Background: an optimization exercise with open tools, aiming at small area, a short achievable clock period and few clock cycles per item. Do not read the settings as production practice.
Where RTL was checked, it was by simulation tests only, not by an equivalence proof against the original.

==> v2: inputs <==
==> flow/design.v (excerpt) <==
module cvn_top #(
	parameter int SAMPLE_WIDTH = 24
) (
	input  logic                    clk,
	input  logic                    arst_n,
	input  logic                    psel,
	input  logic                    penable,
	input  logic                    pwrite,
	input  logic [1:0]              paddr,
	input  logic [31:0]             pwdata,
	output logic [31:0]             prdata,
	output logic                    pready,
	input  logic                    cmd_valid,
	output logic                    cmd_ready,
	input  logic [1:0]              cmd_opcode,
	input  logic [SAMPLE_WIDTH-1:0] cmd_re,
	input  logic [SAMPLE_WIDTH-1:0] cmd_im,
	output logic                    rsp_valid,
	input  logic                    rsp_ready,
	output logic                    rsp_kind,
	output logic [SAMPLE_WIDTH-1:0] rsp_re,
	output logic [SAMPLE_WIDTH-1:0] rsp_im,
	output logic [31:0]             rsp_norm,
	output logic                    rsp_zero,
	output logic                    rsp_sat
);
export LEC_CHECK = 0
export ABC_CLOCK_PERIOD_IN_PS = 5000
export CAP_MARGIN = 20
export CORE_MARGIN = 2
export CORE_UTILIZATION = 40
export PLACE_DENSITY = 0.6
export SETUP_SLACK_MARGIN = 5
export SLEW_MARGIN = 20
create_clock -name core_clock -period 11.0 [get_ports {clk}]
run.sh (not shown) runs the stock make flow with config.mk's settings and CLKGATE_MAP_FILE= SYNTH_SCRIPT=/design/flow/synth_recipe.tcl, a recipe that flattens the netlist after the stock synthesis.
==> v21: changes against v2 <==
--- a/flow/design.v
+++ b/flow/design.v
@@ -66,25 +66,23 @@
 	logic [31:0] rem_q;
 	logic [28:0] root_q;
 	logic        f_small_q;
 	logic        s2_valid_q;
 	logic [1:0]  s2_kind_q;
 	logic        s2_second_q;
 	logic        s2_neg_q;
 	logic [1:0]  s2_pass_q;
-	logic        s2_last_q;
 	logic [55:0] cs_s_q, cs_c_q;
 	logic [23:0] pend_re_q;
-	logic        pend_sat_q, pend_neg_q;
+	logic        pend_sat_q;
 	logic        out_valid_q;
 	logic        out_kind_q;
 	logic [23:0] out_re_q, out_im_q;
-	logic        out_rsat_q, out_isat_q, out_rneg_q, out_ineg_q;
-	logic        out_zero_q;
+	logic        out_zero_q, out_sat_q;
 	logic cfg_write;
 	assign cfg_write = psel && penable && pwrite && (paddr == 2'd0);
 	assign pready    = 1'b1;
 	assign prdata    = addr0_q ? grid_q : 32'd0;
 	logic accept, out_free, stall;
 	assign cmd_ready = rdy_q;
 	assign accept    = cmd_valid && rdy_q;
 	assign out_free  = !out_valid_q || rsp_ready;
@@ -3690,18 +3688,21 @@
 	assign cs_c = {1'b0, pt_p767, pt_s1449, pt_s1448, pt_s1447, pt_s1446, pt_s1445, pt_s1444, pt_s1443, pt_s1442, pt_s1441, pt_s1440, pt_s1439, pt_s1438, pt_s1437, pt_s1436, pt_s1435, pt_s1434, pt_s1433, pt_s1432, pt_s1431, pt_s1430, pt_s1429, pt_s1428, pt_s1427, pt_s1426, pt_s1425, pt_s1424, pt_s1423, pt_s1422, pt_s1421, pt_s1420, pt_s1419, pt_s1418, pt_s1417, pt_s1416, pt_s1415, pt_s1414, pt_s1413, pt_s1412, pt_s1411, pt_s1410, pt_s1409, pt_s1408, pt_s1407, pt_s1406, pt_s1405, pt_s1404, pt_s1403, pt_s1402, pt_s1401, pt_s1400, pt_s1399, pt_p5, pt_p2, 1'b0};
 	logic [63:0] addend;
 	logic [64:0] total;
 	logic s2_add_sum_q, s2_add_rnd_q, s2_add_rem_q;
 	assign addend = ({64{s2_add_sum_q}} & sum_q) |
 		({64{s2_add_rnd_q}} & {{40{s2_neg_q}}, 1'b1, 23'd0}) |
 		({64{s2_add_rem_q}} & {32'd0, rem_q});
 	assign total = {1'b0, addend} + {9'd0, cs_s_q} + {9'd0, cs_c_q};
-	logic scl_sat;
+	logic        scl_sat;
+	logic [23:0] scl_val, scl_res;
 	assign scl_sat = !total[63] && (total[62:47] != '0);
+	assign scl_val = scl_sat ? 24'h7F_FFFF : total[47:24];
+	assign scl_res = s2_neg_q ? ~scl_val : scl_val;
 	logic s2_go;
 	assign s2_go = s2_valid_q && !stall;
 	logic [63:0] sum_acc, sum_d;
 	assign sum_acc = total[64] ? '1 : total[63:0];
 	assign sum_d   = (s2_go && s2_kind_q == K_ACC) ? sum_acc : sum_q;
 	logic        mode_sq;
 	logic [33:0] rx;
 	logic [32:0] rm1, rm2;
@@ -3744,39 +3745,18 @@
 		dv_cnt = '0;
 		for (int p = 6; p <= 26; p += 2) begin
 			if ((root_q[p-1] || root_q[p]) && ((root_q >> (p + 1)) == '0)) begin
 				dv_rem = 32'd1 << p;
 				dv_cnt = 5'((40 - p) / 2);
 			end
 		end
 	end
-	logic [57:0] f_v;
-	logic [63:0] f_d;
-	always_comb begin
-		case (s2_pass_q)
-			2'd0: begin
-				f_v = {40'd0, total[55:38]};
-				f_d = {6'd0, total[55:38], 40'd0};
-			end
-			2'd1: begin
-				f_v = {15'd0, total[56:14]};
-				f_d = {5'd0, total[56:14], 16'd0};
-			end
-			default: begin
-				f_v = {total[47:0], sum_q[9:0]};
-				f_d = {6'd0, total[47:0], sum_q[9:0]};
-			end
-		endcase
-	end
 	logic f_small;
-	assign f_small = (f_v[57:17] == '0) && (f_v[16:0] < 17'h1_0201);
-	logic nz1, nz2;
-	assign nz1 = (sum_q[63:24] != '0);
-	assign nz2 = (sum_q[63:48] != '0);
+	assign f_small = (total[47:7] == '0) && ({total[6:0], sum_q[9:0]} < 17'h1_0201);
 	logic [NS-1:0] state_nx;
 	logic       rdy_nx;
 	logic       issue;
 	logic       fin_write, fin_zero, fin_sat;
 	logic [NS-1:0] acc_state;
 	always_comb begin
 		case (cmd_opcode)
 			OP_ACCUM:  acc_state = S_PA;
@@ -3815,23 +3795,23 @@
 			state_q[I_F1]: begin
 				if (!s2_valid_q && out_free) begin
 					if (sum_q == '0) begin
 						fin_write = 1'b1;
 						fin_zero  = 1'b1;
 						state_nx  = S_IDLE;
 					end else begin
 						issue    = 1'b1;
-						state_nx = nz1 ? S_F2 : S_F4;
+						state_nx = S_F2;
 					end
 				end
 			end
 			state_q[I_F2]: begin
 				issue    = 1'b1;
-				state_nx = nz2 ? S_F3 : S_F4;
+				state_nx = S_F3;
 			end
 			state_q[I_F3]: begin
 				issue    = 1'b1;
 				state_nx = S_F4;
 			end
 			state_q[I_F4]: state_nx = S_SQ;
 			state_q[I_SQ]: begin
 				if (sq_last) begin
@@ -3852,17 +3832,17 @@
 			end
 			default: state_nx = S_IDLE;
 		endcase
 	end
 	logic [4:0] cnt_nx;
 	always_comb begin
 		cnt_nx = cnt_q;
 		case (1'b1)
-			state_q[I_F4]: cnt_nx = (s2_pass_q == 2'd0) ? 5'd5 : ((s2_pass_q == 2'd1) ? 5'd11 : 5'd15);
+			state_q[I_F4]: cnt_nx = 5'd15;
 			state_q[I_SQ]: begin
 				if (sq_last) cnt_nx = dv_cnt;
 				else if (sq_skip) cnt_nx = cnt_q - 5'd4;
 				else cnt_nx = cnt_q - 5'd1;
 			end
 			state_q[I_DV]: cnt_nx = cnt_q - 5'd1;
 			default: ;
 		endcase
@@ -3888,20 +3868,20 @@
 			if (!stall) s2_valid_q <= issue;
 			if (fin_write || (s2_go && s2_kind_q == K_SCL && s2_second_q)) begin
 				out_valid_q <= 1'b1;
 			end else if (rsp_ready) begin
 				out_valid_q <= 1'b0;
 			end
 			if (s2_go && s2_kind_q == K_ACC) begin
 				sum_q <= sum_acc;
-			end else if (s2_go && s2_kind_q == K_FIN && s2_last_q) begin
-				sum_q <= f_d;
 			end else if (s2_go && s2_kind_q == K_FIN && s2_pass_q == 2'd1) begin
 				sum_q[9:0] <= total[23:14];
+			end else if (s2_go && s2_kind_q == K_FIN && s2_pass_q == 2'd2) begin
+				sum_q <= {6'd0, total[47:0], sum_q[9:0]};
 			end else if (state_q[I_SQ]) begin
 				sum_q <= sq_skip ? {4'd0, sum_q[43:0], 16'd0} : {4'd0, sum_q[55:0], 4'd0};
 			end
 			if (fin_write && fin_zero) begin
 				recip_q <= ONE_Q24;
 			end else if (fin_write && fin_sat) begin
 				recip_q <= 32'hFFFF_FFFF;
 			end else if (state_q[I_F0]) begin
@@ -3932,17 +3912,16 @@
 		if (!stall) begin
 			cs_s_q      <= cs_s;
 			cs_c_q      <= cs_c;
 			s2_kind_q   <= (state_q[I_P1] || state_q[I_P2]) ? K_SCL :
 				(state_q[I_PA] ? K_ACC : K_FIN);
 			s2_second_q <= state_q[I_P2];
 			s2_neg_q    <= state_q[I_P1] ? re_neg_q : im_neg_q;
 			s2_pass_q   <= state_q[I_F1] ? 2'd0 : (state_q[I_F2] ? 2'd1 : 2'd2);
-			s2_last_q   <= state_q[I_F1] ? !nz1 : (state_q[I_F2] ? !nz2 : 1'b1);
 			s2_add_sum_q <= state_q[I_PA];
 			s2_add_rnd_q <= state_q[I_P1] || state_q[I_P2];
 			s2_add_rem_q <= state_q[I_F2] || state_q[I_F3];
 		end
 		cnt_q <= cnt_nx;
 		mul_q <= state_nx[I_P1] || state_nx[I_P2] || state_nx[I_F1] || state_nx[I_F2] ||
 			state_nx[I_F3];
 		sq_q  <= state_nx[I_PA];
@@ -3958,36 +3937,33 @@
 			rem_q <= rnext;
 		end
 		if (state_q[I_F1] && !s2_valid_q && out_free) begin
 			root_q <= '0;
 		end else if (state_q[I_SQ] && !sq_skip) begin
 			root_q <= {root_q[26:0], rk};
 		end
 		if (s2_go && s2_kind_q == K_SCL && !s2_second_q) begin
-			pend_re_q  <= total[47:24];
+			pend_re_q  <= scl_res;
 			pend_sat_q <= scl_sat;
-			pend_neg_q <= s2_neg_q;
 		end
 		if (s2_go && s2_kind_q == K_SCL && s2_second_q) begin
 			out_kind_q <= 1'b0;
 			out_re_q   <= pend_re_q;
-			out_rsat_q <= pend_sat_q;
-			out_rneg_q <= pend_neg_q;
-			out_im_q   <= total[47:24];
-			out_isat_q <= scl_sat;
-			out_ineg_q <= s2_neg_q;
+			out_im_q   <= scl_res;
+			out_zero_q <= 1'b0;
+			out_sat_q  <= pend_sat_q | scl_sat;
 		end else if (fin_write) begin
 			out_kind_q <= 1'b1;
+			out_re_q   <= '0;
+			out_im_q   <= '0;
 			out_zero_q <= fin_zero;
-			out_rsat_q <= fin_sat;
+			out_sat_q  <= fin_sat;
 		end
 	end
 	assign rsp_valid = out_valid_q;
 	assign rsp_kind  = out_kind_q;
-	assign rsp_re    = out_kind_q ? 24'd0 :
-		((out_rsat_q ? 24'h7F_FFFF : out_re_q) ^ {24{out_rneg_q}});
-	assign rsp_im    = out_kind_q ? 24'd0 :
-		((out_isat_q ? 24'h7F_FFFF : out_im_q) ^ {24{out_ineg_q}});
+	assign rsp_re    = out_re_q;
+	assign rsp_im    = out_im_q;
 	assign rsp_norm  = out_kind_q ? {3'd0, root_q} : 32'd0;
-	assign rsp_zero  = out_kind_q && out_zero_q;
-	assign rsp_sat   = out_rsat_q || (!out_kind_q && out_isat_q);
+	assign rsp_zero  = out_zero_q;
+	assign rsp_sat   = out_sat_q;
 endmodule
SETUP_SLACK_MARGIN = 4   (was 5)
==> run notes <==
- Result of the run: no timing/DRC/antenna violations
- Horizontal die dimension: 390 um
- Ys async rst share: 30.8%
- Total clock buffers created by CTS: 61
- Seq/Total Area, Yosys: 20.8%
- Number of instances in the placed design: approximately 8500
- Endpoint of the worst setup timing path: out_isat_q$_DFFE_PP_
# the run above: v2

==> run notes <==
- Number of instances in the placed design: 8229
- Ys async rst share: 31.1%
- Result of the run: no timing/DRC/antenna violations
- Total clock buffers created by CTS: 58
- Seq/Total Area, Yosys: 20.9%
- Endpoint of the worst setup timing path: recip_q[1]$_DFFE_PN0P_
# the run above: v21

Testbench counts of v2, summed over its fixed seeds: cycles 12,328, items 5,556.
Function not checked in v21: the RTL went through the layout flow alone.

==> inputs of 08-21 <==
cvn_top, a different RTL version from the one above (not shown whole).
Settings: LEC_CHECK=0, ABC_CLOCK_PERIOD_IN_PS=5000, CAP_MARGIN=20, CORE_MARGIN=2, CORE_UTILIZATION=40, PLACE_DENSITY=0.6, SLEW_MARGIN=20; clock period 11.0 ns.
standard.sh (not shown) runs the stock make flow with config.mk's settings and CLKGATE_MAP_FILE= SYNTH_SCRIPT=/design/flow/synth_recipe.tcl, a recipe that flattens the netlist after the stock synthesis.
==> flow/flow/run.sh <==
#!/bin/bash
set -euo pipefail
MARGIN=$(cat flow/margin.txt)
bash standard.sh SETUP_SLACK_MARGIN="$MARGIN" finish > flow_make.log 2>&1
==> flow/flow/margin.txt <==
5.3
==> 05-14 (differences from 08-21) <==
--- a/flow/design.v
+++ b/flow/design.v
@@ -53,34 +53,31 @@
 	localparam logic [NS-1:0] S_DV   = NS'(1) << I_DV;
 	localparam logic [1:0] K_ACC = 2'd0;
 	localparam logic [1:0] K_SCL = 2'd1;
 	localparam logic [1:0] K_FIN = 2'd2;
 	logic [NS-1:0] state_q;
 	logic        rdy_q;
 	logic [31:0] grid_q;
 	logic [63:0] sum_q;
-	logic        sat_q;     
-	logic [63:0] sum_e;
 	logic [31:0] recip_q;
 	logic        addr0_q;
 	logic [23:0] re_mag_q, im_mag_q;
 	logic        re_neg_q, im_neg_q;
 	logic [4:0]  cnt_q;
 	logic [33:0] rem_q;
 	logic [28:0] root_q;
 	logic        f_small_q, sq_first_q;
 	logic [1:0]  fpass_q;
 	logic        fsat_q;
 	logic        s2_valid_q;
 	logic [1:0]  s2_kind_q;
 	logic        s2_second_q;
 	logic        s2_neg_q;
 	logic [1:0]  s2_pass_q;
-	logic        s2_last_q;
 	logic [55:0] cs_s_q, cs_c_q;
 	logic [23:0] pend_re_q;
 	logic        pend_sat_q, pend_neg_q;
 	logic        out_valid_q;
 	logic        out_kind_q;
 	logic [23:0] out_re_q, out_im_q;
 	logic        out_rsat_q, out_isat_q, out_rneg_q, out_ineg_q;
 	logic        out_zero_q, out_fsat_q;
@@ -3690,29 +3687,27 @@
 	assign pt_c1448 = (pt_c1396 & pt_s1397) | (pt_c1396 & pt_p764) | (pt_s1397 & pt_p764);
 	assign pt_s1449 = pt_c1397 ^ pt_p765 ^ pt_p766;
 	assign pt_c1449 = (pt_c1397 & pt_p765) | (pt_c1397 & pt_p766) | (pt_p765 & pt_p766);
 	assign cs_s = {1'b0, pt_c1449, pt_c1448, pt_c1447, pt_c1446, pt_c1445, pt_c1444, pt_c1443, pt_c1442, pt_c1441, pt_c1440, pt_c1439, pt_c1438, pt_c1437, pt_c1436, pt_c1435, pt_c1434, pt_c1433, pt_c1432, pt_c1431, pt_c1430, pt_c1429, pt_c1428, pt_c1427, pt_c1426, pt_c1425, pt_c1424, pt_c1423, pt_c1422, pt_c1421, pt_c1420, pt_c1419, pt_c1418, pt_c1417, pt_c1416, pt_c1415, pt_c1414, pt_c1413, pt_c1412, pt_c1411, pt_c1410, pt_c1409, pt_c1408, pt_c1407, pt_c1406, pt_c1405, pt_c1404, pt_c1403, pt_c1402, pt_c1401, pt_c1400, pt_c1399, pt_c1398, pt_s1398, pt_p1, pt_p0};
 	assign cs_c = {1'b0, pt_p767, pt_s1449, pt_s1448, pt_s1447, pt_s1446, pt_s1445, pt_s1444, pt_s1443, pt_s1442, pt_s1441, pt_s1440, pt_s1439, pt_s1438, pt_s1437, pt_s1436, pt_s1435, pt_s1434, pt_s1433, pt_s1432, pt_s1431, pt_s1430, pt_s1429, pt_s1428, pt_s1427, pt_s1426, pt_s1425, pt_s1424, pt_s1423, pt_s1422, pt_s1421, pt_s1420, pt_s1419, pt_s1418, pt_s1417, pt_s1416, pt_s1415, pt_s1414, pt_s1413, pt_s1412, pt_s1411, pt_s1410, pt_s1409, pt_s1408, pt_s1407, pt_s1406, pt_s1405, pt_s1404, pt_s1403, pt_s1402, pt_s1401, pt_s1400, pt_s1399, pt_p5, pt_p2, 1'b0};
 	logic [63:0] addend;
 	logic [64:0] total;
 	logic s2_add_sum_q, s2_add_rnd_q, s2_add_rem_q;
-	assign sum_e  = sum_q | {64{sat_q}};
-	assign addend = ({64{s2_add_sum_q}} & sum_e) |
+	assign addend = ({64{s2_add_sum_q}} & sum_q) |
 		({64{s2_add_rnd_q}} & {{40{s2_neg_q}}, 1'b1, 23'd0}) |
 		({64{s2_add_rem_q}} & {32'd0, rem_q[31:0]});
 	assign total = {1'b0, addend} + {9'd0, cs_s_q} + {9'd0, cs_c_q};
-	logic [56:0] scl_cmp;
-	logic        scl_sat;
-	assign scl_cmp = {1'b0, cs_s_q} + {1'b0, cs_c_q} +
-		(s2_neg_q ? 57'h0FF_7FFF_FF80_0000 : 57'h0FF_8000_0080_0000);
-	assign scl_sat = scl_cmp[56];
+	logic scl_sat;
+	assign scl_sat = !total[63] && (total[62:47] != '0);
 	logic s2_go;
 	assign s2_go = s2_valid_q && !stall;
+	logic [63:0] sum_acc;
 	logic        s2_acc;
+	assign sum_acc = total[64] ? '1 : total[63:0];
 	assign s2_acc  = s2_go && s2_kind_q == K_ACC;
 	logic        mode_sq;
 	logic [33:0] rx;
 	logic [32:0] rm1, rm2;
 	logic [33:0] rp3, rs3;
 	logic [34:0] rt1, rt2, rt3;
 	logic [1:0]  rk;
 	logic [31:0] rnext;
@@ -3780,22 +3775,18 @@
 		case (fpass_q)
 			2'd0:    f_al = {40'd0, sum_q[57:40]};
 			2'd1:    f_al = {15'd0, sum_q[58:16]};
 			default: f_al = sum_q[57:0];
 		endcase
 	end
 	assign f_small_c = (f_al[57:17] == '0) && (f_al[16:0] < 17'h1_0201);
 	assign f_small   = sq_first_q ? f_small_c : f_small_q;
-	logic        nz1, nz2, zsum_q, nz1_q, nz2_q, sat_n;
-	logic [63:0] sum_n;
-	assign sum_n = s2_acc ? total[63:0] : sum_q;
-	assign sat_n = sat_q || (s2_acc && total[64]);
-	assign nz1 = nz1_q;
-	assign nz2 = nz2_q;
+	logic zsum_q, nz1_q, nz2_q, fwait;
+	assign fwait = (state_q[I_F2] && !nz1_q) || (state_q[I_F3] && !nz2_q) || state_q[I_F4];
 	logic [NS-1:0] state_nx;
 	logic       rdy_nx;
 	logic       issue;
 	logic       fin_write, fin_zero, fin_sat;
 	logic [NS-1:0] acc_state;
 	always_comb begin
 		case (cmd_opcode)
 			OP_ACCUM:  acc_state = S_PA;
@@ -3828,35 +3819,34 @@
 				if (!stall) begin
 					issue    = 1'b1;
 					state_nx = accept ? acc_state : S_IDLE;
 				end
 			end
 			state_q[I_F0]: state_nx = S_F1;
 			state_q[I_F1]: begin
 				if (!s2_valid_q && out_free) begin
+					issue    = 1'b1;
+					state_nx = S_F2;
+				end
+			end
+			state_q[I_F2], state_q[I_F3], state_q[I_F4]: begin
+				if (fwait) begin
 					if (zsum_q) begin
 						fin_write = 1'b1;
 						fin_zero  = 1'b1;
 						state_nx  = S_IDLE;
 					end else begin
-						issue    = 1'b1;
-						state_nx = nz1 ? S_F2 : S_F4;
+						state_nx = S_SQ;
 					end
+				end else begin
+					issue    = 1'b1;
+					state_nx = state_q[I_F2] ? S_F3 : S_F4;
 				end
 			end
-			state_q[I_F2]: begin
-				issue    = 1'b1;
-				state_nx = nz2 ? S_F3 : S_F4;
-			end
-			state_q[I_F3]: begin
-				issue    = 1'b1;
-				state_nx = S_F4;
-			end
-			state_q[I_F4]: state_nx = S_SQ;
 			state_q[I_SQ]: begin
 				if (sq_last) begin
 					if (f_small) begin
 						fin_write = 1'b1;
 						fin_sat   = 1'b1;
 						state_nx  = accept ? acc_state : S_IDLE;
 					end else begin
 						state_nx = S_DV;
@@ -3871,17 +3861,18 @@
 			end
 			default: state_nx = S_IDLE;
 		endcase
 	end
 	logic [4:0] cnt_nx;
 	always_comb begin
 		cnt_nx = cnt_q;
 		case (1'b1)
-			state_q[I_F4]: cnt_nx = (s2_pass_q == 2'd0) ? 5'd5 : ((s2_pass_q == 2'd1) ? 5'd11 : 5'd15);
+			state_q[I_F2], state_q[I_F3], state_q[I_F4]:
+				cnt_nx = (s2_pass_q == 2'd0) ? 5'd5 : ((s2_pass_q == 2'd1) ? 5'd11 : 5'd15);
 			state_q[I_SQ]: begin
 				if (sq_last) cnt_nx = dv_cnt;
 				else if (sq_skip) cnt_nx = cnt_q - 5'd4;
 				else cnt_nx = cnt_q - 5'd1;
 			end
 			state_q[I_DV]: cnt_nx = cnt_q - 5'd1;
 			default: ;
 		endcase
@@ -3892,36 +3883,33 @@
 		(state_nx[I_DV] && cnt_nx == 5'd1) ||
 		(state_nx[I_SQ] && cnt_nx == 5'd1 && f_small);
 	always_ff @(posedge clk or negedge arst_n) begin
 		if (!arst_n) begin
 			state_q     <= S_IDLE;
 			rdy_q       <= 1'b1;
 			grid_q      <= ONE_Q24;
 			sum_q       <= '0;
-			sat_q       <= 1'b0;
 			recip_q     <= ONE_Q24;
 			s2_valid_q  <= 1'b0;
 			out_valid_q <= 1'b0;
 		end else begin
 			state_q <= state_nx;
 			rdy_q   <= rdy_nx;
 			if (cfg_write) grid_q <= pwdata;
 			if (!stall) s2_valid_q <= issue;
 			if (fin_write || (s2_go && s2_kind_q == K_SCL && s2_second_q)) begin
 				out_valid_q <= 1'b1;
 			end else if (rsp_ready) begin
 				out_valid_q <= 1'b0;
 			end
 			if (s2_go && s2_kind_q == K_ACC) begin
-				sum_q <= total[63:0];
-				sat_q <= sat_q || total[64];
-			end else if (s2_go && s2_kind_q == K_FIN && s2_last_q) begin
+				sum_q <= sum_acc;
+			end else if (s2_go && s2_kind_q == K_FIN && fwait) begin
 				sum_q <= f_d;
-				sat_q <= 1'b0;
 			end else if (s2_go && s2_kind_q == K_FIN && s2_pass_q == 2'd1) begin
 				sum_q[9:0] <= total[23:14];
 			end else if (state_q[I_SQ]) begin
 				sum_q <= sq_skip ? {4'd0, sum_q[43:0], 16'd0} : {4'd0, sum_q[55:0], 4'd0};
 			end
 			if (fin_write && fin_zero) begin
 				recip_q <= ONE_Q24;
 			end else if (fin_write && fin_sat) begin
@@ -3942,47 +3930,46 @@
 			im_mag_q <= in_im;
 			re_neg_q <= cmd_re[23];
 			im_neg_q <= cmd_im[23];
 		end else if (state_q[I_P1] && !stall) begin
 			re_mag_q <= im_mag_q;
 		end else if (state_q[I_F0]) begin
 			re_mag_q <= s2_acc ? total[23:0] : sum_q[23:0];
 		end else if (state_q[I_F1] && !s2_valid_q && out_free) begin
-			re_mag_q <= sum_e[47:24];
+			re_mag_q <= sum_q[47:24];
 		end else if (state_q[I_F2]) begin
-			re_mag_q <= {8'd0, sum_e[63:48]};
+			re_mag_q <= {8'd0, sum_q[63:48]};
 		end
 		if (!stall) begin
 			cs_s_q      <= cs_s;
 			cs_c_q      <= cs_c;
 			s2_kind_q   <= (state_q[I_P1] || state_q[I_P2]) ? K_SCL :
 				(state_q[I_PA] ? K_ACC : K_FIN);
 			s2_second_q <= state_q[I_P2];
 			s2_neg_q    <= state_q[I_P1] ? re_neg_q : im_neg_q;
 			s2_pass_q   <= state_q[I_F1] ? 2'd0 : (state_q[I_F2] ? 2'd1 : 2'd2);
-			s2_last_q   <= state_q[I_F1] ? !nz1 : (state_q[I_F2] ? !nz2 : 1'b1);
 			s2_add_sum_q <= state_q[I_PA];
 			s2_add_rnd_q <= state_q[I_P1] || state_q[I_P2];
 			s2_add_rem_q <= state_q[I_F2] || state_q[I_F3];
 		end
 		cnt_q <= cnt_nx;
 		mul_q <= state_nx[I_P1] || state_nx[I_P2] || state_nx[I_F1] || state_nx[I_F2] ||
 			state_nx[I_F3];
 		sq_q  <= state_nx[I_PA];
-		if (state_q[I_F4]) fpass_q <= s2_pass_q;
-		sq_first_q <= state_q[I_F4];
-		if (sq_first_q) f_small_q <= f_small_c;
-		fsat_q <= state_q[I_F0] && sat_n;
-		if (state_q[I_F0]) begin
-			zsum_q <= (sum_n == '0) && !sat_n;
-			nz1_q  <= (sum_n[63:24] != '0) || sat_n;
-			nz2_q  <= (sum_n[63:48] != '0) || sat_n;
+		if (fwait) fpass_q <= s2_pass_q;
+		sq_first_q <= fwait;
+		if (state_q[I_F1]) begin
+			zsum_q <= (sum_q == '0);
+			nz1_q  <= (sum_q[63:24] != '0);
+			nz2_q  <= (sum_q[63:48] != '0);
 		end
-		if (state_q[I_F4]) begin
+		if (sq_first_q) f_small_q <= f_small_c;
+		fsat_q <= state_q[I_F0] && s2_acc && total[64];
+		if (fwait) begin
 			rem_q <= {30'd0, f_d[59:56]};
 		end else if (s2_go && s2_kind_q == K_FIN) begin
 			rem_q <= {2'd0, total[55:24]};
 		end else if (state_q[I_SQ]) begin
 			if (sq_last) rem_q <= {dv_rem, 2'b00};
 			else if (sq_skip) rem_q <= {30'd0, sum_q[43:40]};
 			else rem_q <= {rnext[29:0], sum_q[55:52]};
 		end else if (state_q[I_DV]) begin
==> flow/flow/margin.txt (replaced) <==
5.8
==> comparison <==
Between 08-21 and 05-14, the lower sequential share of layout area is in 05-14 (gap 0.18 points). Final cell count: 08-21 is higher than 05-14 (about 2.4%). Between 08-21 and 05-14, the lower first-iteration DRC count is in 05-14 (gap about 10%, measured against 05-14). Of 08-21 and 05-14, 08-21 has the higher flip-flop and latch count (gap 2). 05-14 finished with timing, DRC and antenna clean. 08-21 passed the timing, DRC and antenna checks. Between 05-14 and 08-21, the lower area after synthesis is in 05-14 (gap about 4%, measured against 08-21). Of 08-21 and 05-14, 05-14 has the higher register-to-register slack (gap 400 ps). Between 08-21 and 05-14, the lower maximum frequency is in 08-21 (gap about 7%, measured against 05-14).
Testbench counts of 05-14, summed over its fixed seeds: cycles 12,343, items 5,556.
The RTL of 08-21 was laid out without a check of its function.

## re-timing with driven ports
In the flow no input, the clock included, has a driving cell. The finished layouts below were timed again as built, in two steps.
Step 1 (the two cells are an assumption about what drives the block):
set clk [get_ports {clk}]
set_driving_cell -lib_cell sky130_fd_sc_hd__clkbuf_16 $clk
set_driving_cell -lib_cell sky130_fd_sc_hd__buf_2 [delete_from_list [all_inputs] $clk]
Step 2 times the ports against the registers' clock, not the clock port: input delays grow and output delays shrink by t, the midpoint of the rising clock arrivals with the driver on.
Three values: ideal ports, drivers, drivers and shift; two values: the first two.
| run | t, ns | setup WS [ns] | worst hold slack (ns) | worst setup path after step 2 | worst slew at a driven data input, ns |
|---|---|---|---|---|---|
| v2 | 0.814 | 4.948 / 4.948 / 4.481 | 0.409 / 0.409 / 0.409 | input to register | 0.10 |
| v21 | 0.755 | 4.371 / 4.371 / 4.371 | 0.465 / 0.465 / 0.465 | register to register | 0.07 |
| 08-21 | 0.796 | 5.279 / 5.279 / 5.223 | 0.433 / 0.433 / 0.433 | input to register | 0.09 |
| 05-14 | 0.764 | 5.674 / 5.674 / 5.311 | 0.453 / 0.453 / 0.453 | input to register | 0.07 |
After both steps setup and hold are still met in every run listed. For v2, which loses most, drivers alone change the setup slack by 0.000 ns; drivers and shift together by -0.467 ns.
